This is an optimization exercise on Yosys and OpenROAD, whose aim is small area, not a production implementation. The RTL was checked by simulation tests, not by an equivalence proof against the original design.

==> flow/design.v <==
`timescale 1ns/1ps
`default_nettype none
package cnn_pkg;
	localparam int PIX_BITS  = 8;
	localparam int W_BITS    = 8;
	localparam int ACC_BITS  = 20;
	localparam int BIAS_BITS = 16;
	localparam int MAX_W     = 16;
	localparam int MAX_H     = 16;
	localparam int DIM_BITS  = 5;
	localparam int FRAME_MAX = MAX_W * MAX_H;
	localparam int IDX_BITS  = 8;
	localparam int DEF_DIM   = 8;
	localparam int N_TAPS = 9;
	localparam int REG_IDX_BITS = 4;
	localparam logic [1:0] HTRANS_NONSEQ = 2'b10;
	localparam logic [1:0] HTRANS_SEQ    = 2'b11;
	typedef logic        [PIX_BITS-1:0] pix_t;
	typedef logic signed [W_BITS-1:0]   weight_t;
	typedef logic signed [ACC_BITS-1:0] acc_t;
	typedef logic        [DIM_BITS-1:0] dim_t;
	typedef logic        [IDX_BITS-1:0] idx_t;
	typedef enum logic [REG_IDX_BITS-1:0] {
		REG_WIDTH_HEIGHT = 4'd1,
		REG_LAYER_CONFIG = 4'd4,
		REG_INPUT_IMAGE  = 4'd5,
		REG_LAYER_START  = 4'd8,
		REG_LAYER_DONE   = 4'd9,
		REG_BIAS         = 4'd10,
		REG_WEIGHTS0     = 4'd11,
		REG_WEIGHTS1     = 4'd12,
		REG_WEIGHTS2     = 4'd13
	} reg_addr_e;
	typedef enum logic {ACT_RELU = 1'b0, ACT_LINEAR = 1'b1} act_e;
	typedef enum logic {SEQ_IDLE = 1'b0, SEQ_RUN = 1'b1} seq_state_e;
endpackage
`default_nettype wire
`timescale 1ns/1ps
`default_nettype none
module cnn_reg_bank (
	input  wire                                   clk,
	input  wire                                   rstn,
	input  wire                                   sl_hsel_i,
	input  wire                                   sl_hready_i,
	input  wire         [1:0]                     sl_htrans_i,
	input  wire                                   sl_hwrite_i,
	input  wire         [31:0]                    sl_haddr_i,
	input  wire         [31:0]                    sl_hwdata_i,
	input  wire                                   done_set_i,
	output logic        [31:0]                    sl_hrdata_o,
	output logic                                  xfer_o,
	output logic                                  img_we_o,
	output logic                                  start_o,
	output cnn_pkg::dim_t                         width_o,
	output cnn_pkg::dim_t                         height_o,
	output cnn_pkg::act_e                         act_o,
	output logic        [2:0]                     act_shift_o,
	output logic signed [cnn_pkg::BIAS_BITS-1:0]  bias_o,
	output logic [cnn_pkg::N_TAPS-1:0][cnn_pkg::W_BITS-1:0] weights_o
);
	logic [3:0] reg_sel_q;
	logic       wr_q;
	logic       done_q;
	assign xfer_o = sl_hsel_i && sl_hready_i && sl_htrans_i[1];
	always_ff @(posedge clk) begin
		if (xfer_o) begin
			reg_sel_q <= sl_haddr_i[5:2];
		end
	end
	always_ff @(posedge clk or negedge rstn) begin
		if (!rstn) begin
			wr_q <= 1'b0;
		end else begin
			wr_q <= xfer_o && sl_hwrite_i;
		end
	end
	always_ff @(posedge clk or negedge rstn) begin
		if (!rstn) begin
			width_o     <= cnn_pkg::dim_t'(cnn_pkg::DEF_DIM);
			height_o    <= cnn_pkg::dim_t'(cnn_pkg::DEF_DIM);
			act_o       <= cnn_pkg::ACT_RELU;
			act_shift_o <= '0;
			bias_o      <= '0;
			weights_o   <= '0;
		end else if (wr_q) begin
			case (reg_sel_q)
				cnn_pkg::REG_WIDTH_HEIGHT: begin
					width_o  <= sl_hwdata_i[0 +: cnn_pkg::DIM_BITS];
					height_o <= sl_hwdata_i[16 +: cnn_pkg::DIM_BITS];
				end
				cnn_pkg::REG_LAYER_CONFIG: begin
					act_o       <= cnn_pkg::act_e'(sl_hwdata_i[3]);
					act_shift_o <= sl_hwdata_i[15:13];
				end
				cnn_pkg::REG_BIAS:     bias_o <= sl_hwdata_i[cnn_pkg::BIAS_BITS-1:0];
				cnn_pkg::REG_WEIGHTS0: weights_o[3:0] <= sl_hwdata_i;
				cnn_pkg::REG_WEIGHTS1: weights_o[7:4] <= sl_hwdata_i;
				cnn_pkg::REG_WEIGHTS2: weights_o[8]   <= sl_hwdata_i[cnn_pkg::W_BITS-1:0];
				default: ;
			endcase
		end
	end
	assign start_o  = wr_q && (reg_sel_q == cnn_pkg::REG_LAYER_START) && sl_hwdata_i[0];
	assign img_we_o = wr_q && (reg_sel_q == cnn_pkg::REG_INPUT_IMAGE);
	always_ff @(posedge clk or negedge rstn) begin
		if (!rstn) begin
			done_q <= 1'b0;
		end else if (wr_q && (reg_sel_q == cnn_pkg::REG_LAYER_START) && sl_hwdata_i[0]) begin
			done_q <= 1'b0;
		end else if (done_set_i) begin
			done_q <= 1'b1;
		end
	end
	always_comb begin
		case (reg_sel_q)
			cnn_pkg::REG_WIDTH_HEIGHT: sl_hrdata_o = {11'd0, height_o, 11'd0, width_o};
			cnn_pkg::REG_LAYER_CONFIG: sl_hrdata_o = {16'd0, act_shift_o, 9'd0, act_o, 3'd0};
			cnn_pkg::REG_LAYER_DONE:   sl_hrdata_o = {31'd0, done_q};
			cnn_pkg::REG_BIAS:         sl_hrdata_o = {16'd0, bias_o};
			cnn_pkg::REG_WEIGHTS0:     sl_hrdata_o = weights_o[3:0];
			cnn_pkg::REG_WEIGHTS1:     sl_hrdata_o = weights_o[7:4];
			cnn_pkg::REG_WEIGHTS2:     sl_hrdata_o = {24'd0, weights_o[8]};
			default:                   sl_hrdata_o = 32'd0;
		endcase
	end
endmodule
`default_nettype wire
`timescale 1ns/1ps
`default_nettype none
module frame_sequencer (
	input  wire                clk,
	input  wire                rstn,
	input  wire                start_i,
	input  wire cnn_pkg::dim_t width_i,
	input  wire cnn_pkg::dim_t height_i,
	output logic [4:0]         v_o
);
	logic       run_q;
	logic [3:0] row_q;
	logic [3:0] col_q;
	logic       at_eol;
	logic       at_eof;
	assign at_eol = (col_q == 4'(width_i - 5'd1));
	assign at_eof = at_eol && (row_q == 4'(height_i - 5'd1));
	always_ff @(posedge clk or negedge rstn) begin
		if (!rstn) begin
			run_q <= 1'b0;
			v_o   <= '0;
		end else begin
			if (!run_q) begin
				run_q <= start_i;
			end else if (at_eof) begin
				run_q <= 1'b0;
			end
			v_o <= {v_o[3:0], run_q};
		end
	end
	always_ff @(posedge clk) begin
		if (!run_q) begin
			row_q <= '0;
			col_q <= '0;
		end else if (at_eol) begin
			col_q <= '0;
			row_q <= row_q + 4'd1;
		end else begin
			col_q <= col_q + 4'd1;
		end
	end
endmodule
`default_nettype wire
`timescale 1ns/1ps
`default_nettype none
module window_fetch (
	input  wire                clk,
	input  wire                img_we_i,
	input  wire                xfer_i,
	input  wire [31:0]         haddr_i,
	input  wire cnn_pkg::pix_t img_data_i,
	input  wire cnn_pkg::dim_t width_i,
	input  wire cnn_pkg::dim_t height_i,
	input  wire [4:0]          v_i,
	output logic [cnn_pkg::N_TAPS-1:0][cnn_pkg::PIX_BITS-1:0] taps_o
);
	cnn_pkg::pix_t img_mem [cnn_pkg::FRAME_MAX];
	logic       rd_load;
	logic       rd_run;
	cnn_pkg::idx_t addr_q;
	logic [3:0] b_idx;
	logic       sel_b_q;
	cnn_pkg::pix_t a_rd;
	cnn_pkg::pix_t b_rd;
	cnn_pkg::pix_t m_in;
	logic [3:0] wm1;
	cnn_pkg::pix_t wt [3];
	cnn_pkg::pix_t wm [3];
	cnn_pkg::pix_t wb [3];
	cnn_pkg::pix_t lb [3:15];
	cnn_pkg::pix_t lm [3:15];
	cnn_pkg::pix_t tap_b [16];
	cnn_pkg::pix_t tap_m [16];
	logic [3:0] row_q;
	logic [3:0] col_q;
	logic       first_row;
	logic       last_row;
	logic       first_col;
	logic       last_col;
	assign rd_load = v_i[0] && !v_i[1];
	assign rd_run  = v_i[1] || v_i[2];
	assign wm1     = 4'(width_i - 5'd1);
	always_ff @(posedge clk) begin
		if (rd_load) begin
			addr_q <= cnn_pkg::idx_t'(width_i);
		end else if (rd_run) begin
			addr_q <= addr_q + 8'd1;
		end else if (xfer_i) begin
			addr_q <= haddr_i[6 +: cnn_pkg::IDX_BITS];
		end
	end
	always_ff @(posedge clk) begin
		if (img_we_i) begin
			img_mem[addr_q] <= img_data_i;
		end
	end
	assign b_idx = addr_q[3:0] - width_i[3:0];
	always_ff @(posedge clk) begin
		if (rd_load) begin
			sel_b_q <= 1'b1;
		end else if (b_idx == wm1) begin
			sel_b_q <= 1'b0;
		end
	end
	assign a_rd = img_mem[addr_q];
	assign b_rd = img_mem[{4'd0, b_idx}];
	always_comb begin
		tap_b[0] = wb[2];
		tap_b[1] = wb[1];
		tap_b[2] = wb[0];
		tap_m[0] = wm[2];
		tap_m[1] = wm[1];
		tap_m[2] = wm[0];
		for (int d = 3; d < 16; d++) begin
			tap_b[d] = lb[d];
			tap_m[d] = lm[d];
		end
	end
	assign m_in = sel_b_q ? b_rd : tap_b[wm1];
	always_ff @(posedge clk) begin
		wb[2] <= a_rd;
		wb[1] <= wb[2];
		wb[0] <= wb[1];
		wm[2] <= m_in;
		wm[1] <= wm[2];
		wm[0] <= wm[1];
		wt[2] <= tap_m[wm1];
		wt[1] <= wt[2];
		wt[0] <= wt[1];
		lb[3] <= wb[0];
		lm[3] <= wm[0];
		for (int d = 4; d < 16; d++) begin
			lb[d] <= lb[d-1];
			lm[d] <= lm[d-1];
		end
	end
	always_ff @(posedge clk) begin
		if (!v_i[3]) begin
			row_q <= '0;
			col_q <= '0;
		end else if (last_col) begin
			col_q <= '0;
			row_q <= row_q + 4'd1;
		end else begin
			col_q <= col_q + 4'd1;
		end
	end
	assign first_row = (row_q == 4'd0);
	assign last_row  = (row_q == 4'(height_i - 5'd1));
	assign first_col = (col_q == 4'd0);
	assign last_col  = (col_q == wm1);
	always_comb begin
		taps_o[0] = (first_row || first_col) ? '0 : wt[0];
		taps_o[1] = first_row                ? '0 : wt[1];
		taps_o[2] = (first_row || last_col)  ? '0 : wt[2];
		taps_o[3] = first_col                ? '0 : wm[0];
		taps_o[4] = wm[1];
		taps_o[5] = last_col                 ? '0 : wm[2];
		taps_o[6] = (last_row || first_col)  ? '0 : wb[0];
		taps_o[7] = last_row                 ? '0 : wb[1];
		taps_o[8] = (last_row || last_col)   ? '0 : wb[2];
	end
endmodule
`default_nettype wire
`timescale 1ns/1ps
`default_nettype none
module mac_array (
	input  wire [cnn_pkg::N_TAPS-1:0][cnn_pkg::PIX_BITS-1:0] taps_i,
	input  wire [cnn_pkg::N_TAPS-1:0][cnn_pkg::W_BITS-1:0]   weights_i,
	input  wire signed [cnn_pkg::BIAS_BITS-1:0]              bias_i,
	output logic signed [cnn_pkg::ACC_BITS-1:0]              acc_o
);
	always_comb begin
		acc_o = cnn_pkg::acc_t'(bias_i);
		for (int k = 0; k < cnn_pkg::N_TAPS; k++) begin
			acc_o = acc_o + cnn_pkg::acc_t'($signed({1'b0, taps_i[k]}) * $signed(weights_i[k]));
		end
	end
endmodule
`default_nettype wire
`timescale 1ns/1ps
`default_nettype none
module post_proc (
	input  wire                                  clk,
	input  wire signed [cnn_pkg::ACC_BITS-1:0]   acc_i,
	input  wire cnn_pkg::act_e                   act_i,
	input  wire        [2:0]                     act_shift_i,
	output cnn_pkg::pix_t                        out_pixel_o
);
	logic signed [cnn_pkg::ACC_BITS-1:0] shifted;
	cnn_pkg::pix_t                       pix_next;
	always_comb begin
		shifted = acc_i >>> act_shift_i;
		if (act_i == cnn_pkg::ACT_RELU) begin
			if (shifted < 0) begin
				pix_next = '0;
			end else if (shifted > 255) begin
				pix_next = 8'hff;
			end else begin
				pix_next = shifted[cnn_pkg::PIX_BITS-1:0];
			end
		end else begin
			if (shifted < -128) begin
				pix_next = 8'h80;
			end else if (shifted > 127) begin
				pix_next = 8'h7f;
			end else begin
				pix_next = shifted[cnn_pkg::PIX_BITS-1:0];
			end
		end
	end
	always_ff @(posedge clk) begin
		out_pixel_o <= pix_next;
	end
endmodule
`default_nettype wire
`timescale 1ns/1ps
`default_nettype none
module cnn_accel_top (
	input  wire                clk,
	input  wire                rstn,
	input  wire                sl_hsel_i,
	input  wire                sl_hready_i,
	input  wire         [1:0]  sl_htrans_i,
	input  wire                sl_hwrite_i,
	input  wire         [31:0] sl_haddr_i,
	input  wire         [31:0] sl_hwdata_i,
	output logic        [31:0] sl_hrdata_o,
	output cnn_pkg::pix_t      out_pixel_o,
	output logic               out_valid_o
);
	logic                  xfer;
	logic                  img_we;
	logic                  start;
	cnn_pkg::dim_t         width;
	cnn_pkg::dim_t         height;
	cnn_pkg::act_e         act;
	logic [2:0]            act_shift;
	logic signed [cnn_pkg::BIAS_BITS-1:0] bias;
	logic [cnn_pkg::N_TAPS-1:0][cnn_pkg::W_BITS-1:0] weights;
	logic [4:0]            v;
	logic [cnn_pkg::N_TAPS-1:0][cnn_pkg::PIX_BITS-1:0] taps;
	logic signed [cnn_pkg::ACC_BITS-1:0] acc;
	logic                  done_set;
	assign out_valid_o = v[4];
	assign done_set    = v[4] && !v[3];
	cnn_reg_bank u_reg_bank (
		.clk         (clk),
		.rstn        (rstn),
		.sl_hsel_i   (sl_hsel_i),
		.sl_hready_i (sl_hready_i),
		.sl_htrans_i (sl_htrans_i),
		.sl_hwrite_i (sl_hwrite_i),
		.sl_haddr_i  (sl_haddr_i),
		.sl_hwdata_i (sl_hwdata_i),
		.done_set_i  (done_set),
		.sl_hrdata_o (sl_hrdata_o),
		.xfer_o      (xfer),
		.img_we_o    (img_we),
		.start_o     (start),
		.width_o     (width),
		.height_o    (height),
		.act_o       (act),
		.act_shift_o (act_shift),
		.bias_o      (bias),
		.weights_o   (weights)
	);
	frame_sequencer u_seq (
		.clk      (clk),
		.rstn     (rstn),
		.start_i  (start),
		.width_i  (width),
		.height_i (height),
		.v_o      (v)
	);
	window_fetch u_win (
		.clk        (clk),
		.img_we_i   (img_we),
		.xfer_i     (xfer),
		.haddr_i    (sl_haddr_i),
		.img_data_i (sl_hwdata_i[cnn_pkg::PIX_BITS-1:0]),
		.width_i    (width),
		.height_i   (height),
		.v_i        (v),
		.taps_o     (taps)
	);
	mac_array u_mac (
		.taps_i    (taps),
		.weights_i (weights),
		.bias_i    (bias),
		.acc_o     (acc)
	);
	post_proc u_post (
		.clk         (clk),
		.acc_i       (acc),
		.act_i       (act),
		.act_shift_i (act_shift),
		.out_pixel_o (out_pixel_o)
	);
endmodule
`default_nettype wire
==> flow/run.sh <==
#!/bin/bash
# synth_recipe.tcl (not shown) runs the flow's synth.tcl, then flattens the netlist and writes it again
# the make line also repeats each setting of config.mk as NAME=value (left out here)
make -C /OpenROAD-flow-scripts/flow DESIGN_CONFIG=/design/flow/config.mk WORK_HOME=/design/flow/orfs CLKGATE_MAP_FILE= SYNTH_SCRIPT=/design/flow/synth_recipe.tcl finish
==> flow/config.mk <==
export PLATFORM = sky130hd
export DESIGN_NAME = cnn_accel_top
export DESIGN_NICKNAME = cnn_accel_top
export VERILOG_FILES = /design/flow/design.v
export SDC_FILE = /design/flow/constraint.sdc
export NUM_CORES = 8
export LEC_CHECK = 0
export CAP_MARGIN = 20
export CORE_MARGIN = 2
export CORE_UTILIZATION = 40
export SLEW_MARGIN = 20
==> flow/constraint.sdc <==
create_clock -name core_clock -period 10.0 [get_ports {clk}]
set_input_delay 2.0000 -clock core_clock [delete_from_list [all_inputs] [get_ports {clk}]]
set_output_delay 2.0000 -clock core_clock [all_outputs]
set_load 0.01 [all_outputs]
==> out/metrics.yaml <==
io_pins: 112
cp.arrival_ns: 11.27
regArea_sq_um: 70700
start_kind: "flip-flop"
hpwl_microns: 213000
grt_pass1_wl_microns: 468000
place_area_sq_um: 127000
maxCapViolations: 0
min_period_ns: 10.48
rsz0062_at_grt: "true"
hold_class: "reg -> reg"
synth-async-reset-ratio: 0.0444
ys_seq_area_frac: 0.598
final_area_sq_um: 136000
maxSlewHeadroom: 0.268
numCtsBuffers: 270
route.detailed.drc: 0
status: "finished with violations"
first_global_vias: 68700
worstMarginPinSlew_ns: 1.10
insertion_delay_ns: 0.90
core_area_sq_um: 294000
nFillCells: 25200
detail_route.vias_per_cell: 5.62
multi_input_area_sq_um: 44200
synth_ff_type: "edfxtp_1"
clk_pin_slew_ns: 0.06
path_max_fanout: 7
syn_nets: 8178
area_growth_pct: 15.1
avgRoutedWirePerCell_microns: 27.0
ant_nets: 0
drt_iter0_drc: 7142
die_h_microns: 547
period_share: 1.05
drv_slew: 0
cts_tree: "yes"
htree_levels: 5
hold_viol_final: 0
numPortBuffers: 90
setup_viol: 8
synth_edf_count: 2057
synth_seq_cells: 2475
die_area_sq_um: 300000
clock_path_buffers: 4
drive_above_1_share: 0.233
wirelength_microns: 320000
fin_skew_ns: 0.0831
rows: 199
syn_avg_cell_area_sq_um: 16.4
track_usage: 0.212
cpPeakStageDelay_ns: 0.61
grt-ovfl-total: 0
required_ns: 10.79
vias: 66500
hold_depth: 0
path_common_cell: "fa_1"
endpoint_kind: "flip-flop"
synthCells: 7205
timing.final.ws_setup_ns: -0.477
grt_max_degree: 171
root_buffer: "clkbuf_16"
cp_slowest_cell: "fa_2"
antenna_found_initial: 17
cts_hold_buf: 0
clock.fmax_ghz: 0.0954
reg2reg_depth: 42
place_congestion: 0.883
violatedChecks: "setup timing"
start_util: 0.402
crit_type: "reg -> reg"
first_pass_iters: 27
synth.lib_cells_used.distinct: 80
yosysWarnings: 12
die_w_microns: 547
clock_sinks: 2475
syn_area_sq_um: 118000
nets: 8669
[worst max-delay path: cells and delay by family (launching register included)]
kind | cells | cell delay, ns
fa+ha+maj | 10 | 4.68
simple gates | 10 | 1.80
compound gates | 10 | 1.78
xor+xnor | 3 | 0.86
buf+inv | 9 | 0.85
flops | 1 | 0.42
[state kept, by name, summed over array words and instances (netlist names), 3 cells and up]
signal                  flops
u_win.lb                  104
u_win.wt                   24
u_win.row_q                 4
u_reg_bank.width_o          5
u_win.lm                  104
u_win.wm                   24
u_win.addr_q                8
u_reg_bank.height_o         5
u_reg_bank.reg_sel_q        4
u_win.wb                   24
u_seq.v_o                   5
u_reg_bank.act_shift_o      3
u_reg_bank.weights_o       72
u_post.out_pixel_o          8
u_reg_bank.bias_o          16
u_win.img_mem            2048
u_win.col_q                 4
u_seq.row_q                 4
u_seq.col_q                 4
[worst paths after layout]
check                      slack (ns)                    from                        to
hold / removal                   0.34         u_win.lm[14][5]           u_win.lm[15][5]
hold reg to reg                  0.34         u_win.lm[14][5]           u_win.lm[15][5]
setup reg to reg                -0.48  u_reg_bank.height_o[0]     u_post.out_pixel_o[1]
max in group asynchronous        7.47                    rstn     u_reg_bank.width_o[1]
min in group asynchronous        1.06                    rstn  u_reg_bank.weights_o[59]
setup / recovery                -0.48  u_reg_bank.height_o[0]     u_post.out_pixel_o[1]
[kinds of logic after synthesis]
logic type | share of synthesized area
flops | 0.598
simple gates | 0.0533
buf+inv | 0.0329
fa+ha+maj | 0.126
mux | 0.145
compound gates | 0.0328
xor+xnor | 0.0119
[per-layer routing]
layer	routed length, microns	track usage	part of all wire	up-vias
met5	13	0	0.000041	-
met4	8550	0.0587	0.027	2
met3	25800	0.0397	0.081	447
met2	151000	0.337	0.47	2563
met1	134000	0.298	0.42	35200
li1	-	-	-	28300
[synth_stat cells, types with 22 or more instances]
cell         n  area [sq um]
a22o_1      39           342
and3_1     358          2240
and2_1      69           432
nor2_1     367          1380
a222oi_1    22           220
dfxtp_1    308          6170
dfrtp_1    108          2700
nor3_1      27           135
xnor2_1     95           832
edfxtp_1  2057         61800
nor2b_1     23           144
nand3_1    160           801
inv_1      649          2440
o21bai_1    24           180
a22oi_1     78           586
xor2_1      62           543
nand2_1    159           597
fa_1       472          9450
mux4_2     688         15500
a221oi_1    24           210
buf_2       33           165
a21oi_1    161           806
ha_1       430          5380
mux2i_1     27           270
nand4_1     29           181
a21o_1      31           233
clkbuf_1   238           893
mux2_2     125          1410
o21ai_0     77           385
buf_1       89           334
[placed cells by master (no fill, tap or decap), types with 39 or more instances in the layout]
master,n
clkbuf_1,53
xor2_1,56
edfxtp_1,2057
and3_1,354
nor2_1,367
fa_1,462
nand3_1,158
dfrtp_1,106
nand2_1,140
mux2_2,124
clkinv_1,48
clkbuf_16,277
o21ai_0,68
and2_1,65
ha_1,416
a21oi_1,135
dfxtp_1,307
buf_4,457
clkinv_2,42
xnor2_1,87
clkdlybuf4s50_1,81
a22oi_1,78
inv_1,637
mux4_2,688
a22o_1,39
[timing repair]
| action | CTS | global route |
|---|---|---|
| setup endpoints to repair | 8 | 8 |
| gates cloned | 2 | 3 |
| resized for setup | 62 | 40 |
| buffers inserted | 13 | 11 |
| pin swaps | 51 | 33 |
| hold endpoints to repair | 0 | 0 |
[layout make-up]
type | instances | share of cell area
flip-flops and latches | 2475 | 0.520
multi-input cells | 3710 | 0.325
clock buffers | 338 | 0.0529
repair buffers | 580 | 0.0366
well taps | 3919 | 0.0360
inverters | 659 | 0.0182
clock inverters | 143 | 0.0116
diodes | 7 | 0.000129
[stage by stage]
step	worst slack [ns]	setup TNS, ns	cells	utilization	hold WS (ns)
after global placement	-0.841	-6.53	11300	0.431	0.334
after floorplan	-0.195	-1.36	7205	-	0.329
after detailed placement	-0.794	-6.10	11300	0.431	0.336
after global routing	-0.904	-7.03	11800	0.463	0.347
after CTS	-0.521	-3.93	11800	0.462	0.340
final	-0.477	-3.61	11800	0.463	0.339

-- static timing again, ports no longer ideal --
How much do the figures lean on ideal ports? The routed layout below was timed once more, with nothing changed but the port constraints. Step 1 assumes that a clkbuf_16 drives the clock port and a buf_2 every other input. Step 2 adds t to the input delays and takes it off the output delays; t is the mean of the earliest and latest rising clock arrival at the registers after step 1. Input paths then give back, and output paths get back, about the clock's delay inside the block. a / b / c = no drivers / after step 1 / after step 2; a / b = the first two.
t (ns): 0.945
slack for setup (ns): -0.477 / -0.477 / -0.477
hold WS [ns]: 0.339 / 0.339 / 0.339
clock arrival spread, ns: 0.089 / 0.089
slew at the worst register clock pin (ns): 0.07 / 0.07
The setup slack of this run moves by 0.000 ns with the drivers and by 0.000 ns with both steps.
